Context: an optimization exercise on an open-source flow, tuned for small area, a short achievable clock period and few clock cycles per item. The choices shown serve that exercise and are no tape-out recipe.
In this exercise RTL edits were held to simulation tests only and were not proved equivalent to the original.
Power figures rest on the tool's default switching activity, not on a simulated workload.

[constraint.sdc]
create_clock -name core_clock -period 6.5 [get_ports {clk}]
set_input_delay 1.3000 -clock core_clock [delete_from_list [all_inputs] [get_ports {clk}]]
set_output_delay 1.3000 -clock core_clock [all_outputs]
set_load 0.01 [all_outputs]
[design.v]
package mult_pkg;
    typedef logic [16-1:0]   operand_t;    
    typedef logic [32-1:0] product_t;    
    function automatic [32-1:0] pp_row(
        input [16-1:0] x,
        input                  y_bit,
        input integer          shift
    );
        pp_row = {{(32-16){1'b0}}, x & {16{y_bit}}} << shift;
    endfunction
endpackage
module pp_generator (
    input  logic                    clk,
    input  logic                    rst_n,
    input  logic                    in_valid,
    input  logic [16-1:0]   x,
    input  logic [16-1:0]   y,
    output logic                    slot_valid,
    output logic [16-1:0]   slot_x_op,
    output logic [16-1:0]   slot_y_op,
    output logic [32-1:0] slot_sum_vec,
    output logic [32-1:0] slot_carry_vec
);
    logic [32-1:0] row0;
    logic [32-1:0] row1;
    assign row0 = mult_pkg::pp_row(x, y[0], 0);
    assign row1 = mult_pkg::pp_row(x, y[1], 1);
    always_ff @(posedge clk) begin
        if (!rst_n) begin
            slot_valid <= 1'b0;
        end else begin
            slot_valid <= in_valid;
        end
    end
    always_ff @(posedge clk) begin
        if (in_valid) begin
            slot_x_op      <= x;
            slot_y_op      <= y;
            slot_sum_vec   <= row0;
            slot_carry_vec <= row1;
        end
    end
endmodule
module csa_reduce_stage #(
    parameter int FIRST_ROW = 2
) (
    input  logic                    clk,
    input  logic                    rst_n,
    input  logic                    up_valid,
    input  logic [16-1:0]   up_x_op,
    input  logic [16-1:0]   up_y_op,
    input  logic [32-1:0] up_sum_vec,
    input  logic [32-1:0] up_carry_vec,
    output logic                    down_valid,
    output logic [16-1:0]   down_x_op,
    output logic [16-1:0]   down_y_op,
    output logic [32-1:0] down_sum_vec,
    output logic [32-1:0] down_carry_vec
);
    localparam int ROWS = 7;
    logic [32-1:0] sum_chain   [ROWS+1];
    logic [32-1:0] carry_chain [ROWS+1];
    logic [32-1:0] pp          [ROWS];
    logic [32-1:0] maj         [ROWS];
    assign sum_chain[0]   = up_sum_vec;
    assign carry_chain[0] = up_carry_vec;
    for (genvar r = 0; r < ROWS; r++) begin : g_row
        assign pp[r] = mult_pkg::pp_row(up_x_op, up_y_op[FIRST_ROW + r], FIRST_ROW + r);
        assign maj[r] = (sum_chain[r] & carry_chain[r])
                      | (sum_chain[r] & pp[r])
                      | (carry_chain[r] & pp[r]);    
        assign sum_chain[r+1]   = sum_chain[r] ^ carry_chain[r] ^ pp[r];
        assign carry_chain[r+1] = maj[r] << 1;       
    end
    always_ff @(posedge clk) begin
        if (!rst_n) begin
            down_valid <= 1'b0;
        end else begin
            down_valid <= up_valid;
        end
    end
    always_ff @(posedge clk) begin
        if (up_valid) begin
            down_x_op      <= up_x_op;
            down_y_op      <= up_y_op;
            down_sum_vec   <= sum_chain[ROWS];
            down_carry_vec <= carry_chain[ROWS];
        end
    end
endmodule
module carry_prop_adder (
    input  logic                    clk,
    input  logic                    rst_n,
    input  logic                    slot_valid,
    input  logic [32-1:0] slot_sum_vec,
    input  logic [32-1:0] slot_carry_vec,
    output logic                    out_valid,
    output logic [32-1:0] product
);
    localparam int W = 32;
    logic [W:0]   ripple;
    logic [W-1:0] half_sum;
    logic [W-1:0] sum_bits;
    always_comb begin
        ripple[0] = 1'b0;
        for (int i = 0; i < W; i++) begin
            half_sum[i]  = slot_sum_vec[i] ^ slot_carry_vec[i];
            sum_bits[i]  = half_sum[i] ^ ripple[i];
            ripple[i+1]  = (slot_sum_vec[i] & slot_carry_vec[i]) | (half_sum[i] & ripple[i]);
        end
    end
    always_ff @(posedge clk) begin
        if (!rst_n) begin
            out_valid <= 1'b0;
            product   <= '0;
        end else begin
            out_valid <= slot_valid;
            if (slot_valid) begin
                product <= sum_bits;    
            end
        end
    end
endmodule
module csa_multiplier (
    input  logic                    clk,
    input  logic                    rst_n,
    input  logic                    in_valid,
    input  logic [16-1:0]   x,
    input  logic [16-1:0]   y,
    output logic                    out_valid,
    output logic [32-1:0] product
);
    localparam int NUM_STAGES = ((16 - 2) / 7);
    logic                    slot_valid     [NUM_STAGES+1];
    logic [16-1:0]   slot_x_op      [NUM_STAGES+1];
    logic [16-1:0]   slot_y_op      [NUM_STAGES+1];
    logic [32-1:0] slot_sum_vec   [NUM_STAGES+1];
    logic [32-1:0] slot_carry_vec [NUM_STAGES+1];
    pp_generator u_pp_gen (
        .clk            (clk),
        .rst_n          (rst_n),
        .in_valid       (in_valid),
        .x              (x),
        .y              (y),
        .slot_valid     (slot_valid[0]),
        .slot_x_op      (slot_x_op[0]),
        .slot_y_op      (slot_y_op[0]),
        .slot_sum_vec   (slot_sum_vec[0]),
        .slot_carry_vec (slot_carry_vec[0])
    );
    for (genvar s = 0; s < NUM_STAGES; s++) begin : g_stage
        csa_reduce_stage #(
            .FIRST_ROW (2 + s * 7)
        ) u_stage (
            .clk            (clk),
            .rst_n          (rst_n),
            .up_valid       (slot_valid[s]),
            .up_x_op        (slot_x_op[s]),
            .up_y_op        (slot_y_op[s]),
            .up_sum_vec     (slot_sum_vec[s]),
            .up_carry_vec   (slot_carry_vec[s]),
            .down_valid     (slot_valid[s+1]),
            .down_x_op      (slot_x_op[s+1]),
            .down_y_op      (slot_y_op[s+1]),
            .down_sum_vec   (slot_sum_vec[s+1]),
            .down_carry_vec (slot_carry_vec[s+1])
        );
    end
    carry_prop_adder u_cpa (
        .clk            (clk),
        .rst_n          (rst_n),
        .slot_valid     (slot_valid[NUM_STAGES]),
        .slot_sum_vec   (slot_sum_vec[NUM_STAGES]),
        .slot_carry_vec (slot_carry_vec[NUM_STAGES]),
        .out_valid      (out_valid),
        .product        (product)
    );
endmodule
[run.sh]
#!/bin/bash
# synth_recipe.tcl (not shown) runs the flow's synth.tcl, then flattens the netlist and writes it again
# the make line also repeats each setting of config.mk as NAME=value (left out here)
make -C /OpenROAD-flow-scripts/flow DESIGN_CONFIG=/design/flow/config.mk WORK_HOME=/design/flow/orfs CLKGATE_MAP_FILE= SYNTH_SCRIPT=/design/flow/synth_recipe.tcl finish
[config.mk]
export PLATFORM = sky130hd
export DESIGN_NAME = csa_multiplier
export DESIGN_NICKNAME = csa_multiplier
export VERILOG_FILES = /design/flow/design.v
export SDC_FILE = /design/flow/constraint.sdc
export NUM_CORES = 4
export LEC_CHECK = 0
export CAP_MARGIN = 20
export CORE_MARGIN = 2
export CORE_UTILIZATION = 40
export SLEW_MARGIN = 20
==> notes.md <==
-- layout make-up --
cell class | count | area [sq um] | share of cell area
Multi-Input combinational cell | 564 | 6490 | 0.434
Inverter | 160 | 601 | 0.0401
Clock inverter | 10 | 108 | 0.00719
Sequential cell | 208 | 5890 | 0.394
Tap cell | 442 | 553 | 0.0370
Clock buffer | 31 | 637 | 0.0426
Timing Repair Buffer | 69 | 676 | 0.0452
-- cell usage after synthesis --
cell,instances,share of area
buf_2,12,0.0046
fa_1,224,0.34
inv_1,160,0.046
mux2i_1,30,0.023
nand2_1,148,0.042
buf_12,3,0.0046
ha_1,16,0.015
o211a_1,2,0.0015
and2_1,114,0.054
buf_6,1,0.00086
clkbuf_1,7,0.0020
edfxtp_1,172,0.39
dfxtp_1,36,0.055
nor2b_1,30,0.014
-- state kept, by name, summed over array words and instances (netlist names) --
signal and count:
u_pp_gen.slot_carry_vec 16, g_stage.u_stage.down_sum_vec 55, u_pp_gen.slot_x_op 16, u_cpa.out_valid 1, u_pp_gen.slot_sum_vec 16, u_pp_gen.slot_valid 1, g_stage.u_stage.down_x_op 16, g_stage.u_stage.down_y_op 7
u_pp_gen.slot_y_op 14, u_cpa.product 32, g_stage.u_stage.down_valid 2, g_stage.u_stage.down_carry_vec 32
-- per-stage QoR --
stage / hold WS (ns) / instances / util / area, sq um / power [mW]
4_1_cts: 0.419 / 1484 / 0.462 / 14900 / 7.82
3_5_place_dp: 0.405 / 1443 / 0.438 / 14200 / 6.52
2_1_floorplan: 0.400 / 955 / - / 13100 / 5.40
6_report: 0.417 / 1484 / 0.462 / 15000 / 7.65
5_1_grt: 0.426 / 1484 / 0.462 / 15000 / 8.65
3_3_place_gp: 0.404 / 1443 / 0.438 / 14200 / 6.38
-- cell families (layout without fill, tap and decap cells) --
group / count (synthesis) / in the layout / share of synthesized area
muxes: 30 / 30 / 0.0229
adders and majority gates: 240 / 240 / 0.357
buffers and inverters: 183 / 270 / 0.0579
and+or+nand+nor: 292 / 292 / 0.111
AOI/OAI and AO/OA: 2 / 2 / 0.00153
DFF: 208 / 208 / 0.449
-- power by group through the flow --
stage | combinational (mW) | clock [mW] | sequential (mW)
CTS | 4.19 | 1.31 | 2.31
global route | 4.94 | 1.36 | 2.34
floorplan | 3.12 | 0 | 2.29
global placement | 4.05 | 0 | 2.33
detailed placement | 4.19 | 0 | 2.34
finish | 4.07 | 1.27 | 2.31
-- metal layers --
| layer | global-route usage | up-vias | part of all wire |
|---|---|---|---|
| met4 | 0.0321 | 0 | 0.025 |
| met2 | 0.193 | 90 | 0.46 |
| li1 | - | 3071 | - |
| met1 | 0.164 | 3241 | 0.48 |
| met5 | 0 | - | 0 |
| met3 | 0.0175 | 25 | 0.033 |
-- path summary, 6_finish.rpt --
check / from / end / slack, ns / cells past startpoint
hold / removal: u_pp_gen.slot_y_op[15] / g_stage[0].u_stage.down_y_op[15] / 0.42 / 0
hold reg to reg: u_pp_gen.slot_y_op[15] / g_stage[0].u_stage.down_y_op[15] / 0.42 / 0
setup reg to reg: g_stage[1].u_stage.down_carry_vec[15] / u_cpa.product[30] / 0.28 / 19
setup / recovery: g_stage[1].u_stage.down_carry_vec[15] / u_cpa.product[30] / 0.28 / 19
-- repair_timing --
item,4_1_cts,5_1_grt
hold endpoints to repair,0,0
endpoints found under the setup margin,2,1
resized for setup,6,5
pin swaps,0,0
==> qor.yml <==
dr_total_vias: 6427
fp.dieH_um: 185
ys_seq_area_frac: 0.449
path_cells: "ha_1, fa_2, fa_2, fa_2, fa_2, fa_2, fa_2, fa_2, fa_2, fa_2, fa_2, fa_2, fa_2, fa_2, fa_1, inv_1, fa_1, nand2_1, o211a_1"
worst-setup-path-type: "flop to flop"
post_cts_buffers: 0
gr-usage-all-layers: 0.118
routedWlPerCell_um: 12.9
synth_nets: 1230
place_congestion: 0.704
syn2layout_area_growth_pct: 14.1
numPortBuffers: 67
p_int_mw: 4.80
critPathCaptureType: "flop"
final_common_cell: "fa_1"
switching_share: 0.372
final_nets: 1301
clock_skew_ns: 0.0150
vdd_ir_drop_max_mv: 0.271
setup_viol: 0
crit_top_cell: "fa_2"
switching_power_mw: 2.84
grt_pass1_vias: 6822
comb_power_share: 0.533
drt-initial-drc-count: 217
core_sq_mm: 0.0324
antenna_found_initial: 0
n_antenna_cell: 0
worst_slack_ns: 0.282
vias_per_cell: 4.33
routed_wl_um: 19200
post-place-ws_ns: -0.247
drtPass1Iterations: 6
critical_path.slowest_cell: "fa_1"
cts_made_buffers: 23
worst_pin_slew_ns: 1.04
place_hpwl_um: 15500
row_count: 66
route.detailed.drc: 0
cp-start-kind: "flop"
synthCells: 955
die_w_um: 185
fill_cells: 2947
power_density_mw_per_mm2: 511
status: "complete, no violations"
antenna_left: 0
required_ns: 6.95
period_share: 0.957
critical_path_arrival_ns: 6.67
critPathMaxFanout: 1
worstSkewPairLatency_ns: 0.51
seq_power_share: 0.302
initial_utilization: 0.405
cpPeakStageDelay_ns: 0.40
ys_types: 14
pwr-share-clk: 0.166
cts_tree: "built"
slew_headroom: 0.308
clkTransAtPathRegs_ns: 0.06
critPathBufInv: 1
grt_pass1_wl_um: 33200
syn_area_sq_mm: 0.0131
ctsHoldBuffers: 0
cts-htree-levels: 1
io_pins: 68
max_freq_ghz: 0.161
overflow: 0
leakagePower_nw: 5.86
clkSinkCount: 208
yosysWarningCount: 18
maxCapViolCount: 0
rsz0062_at_grt: "false"
syn_avg_cell_area_sq_um: 13.7
cts_root_buffer: "clkbuf_16"
cpLargestDelayFamily: "adder cells"
setup_tns_ns: 0
slew_violations: 0
hold_viol: 0
final_cell_mix: "fa_1 (211), edfxtp_1 (172), inv_1 (160)"
layout-drive-gt1-share: 0.0509
grt_max_degree: 65
ys_seq_elements: 208
hold_class: "flop to flop"
fin_crit_ns: 6.22
fp.dieArea_sq_mm: 0.0342
clk_path_buf_depth: 3
Testbench counts, summed over its fixed seeds: cycles 12,024, items 12,000.

-- what the ideal ports hide --
No port has a modelled driver above. Below, the same layout with a new extraction and two added sets of constraints.
Step 1 assumes that a clkbuf_16 drives the clock port and a buf_2 every other input.
Step 2 adds t to the input delays and takes it off the output delays; t is the mean of the earliest and latest rising clock arrival at the registers after step 1. Input paths then give back, and output paths get back, about the clock's delay inside the block.
Slacks: ideal ports / drivers / drivers and shift; pairs: ideal ports / drivers.
t, ns: 0.548
setup WS [ns]: 0.282 / 0.282 / 0.282
clock arrival spread, ns: 0.015 / 0.015
slew at the worst register clock pin (ns): 0.06 / 0.06
worst data-port slew with drivers (ns): 0.04
After both steps setup and hold are still met in this run. The setup slack of this run moves by 0.000 ns with the drivers and by 0.000 ns with both steps.
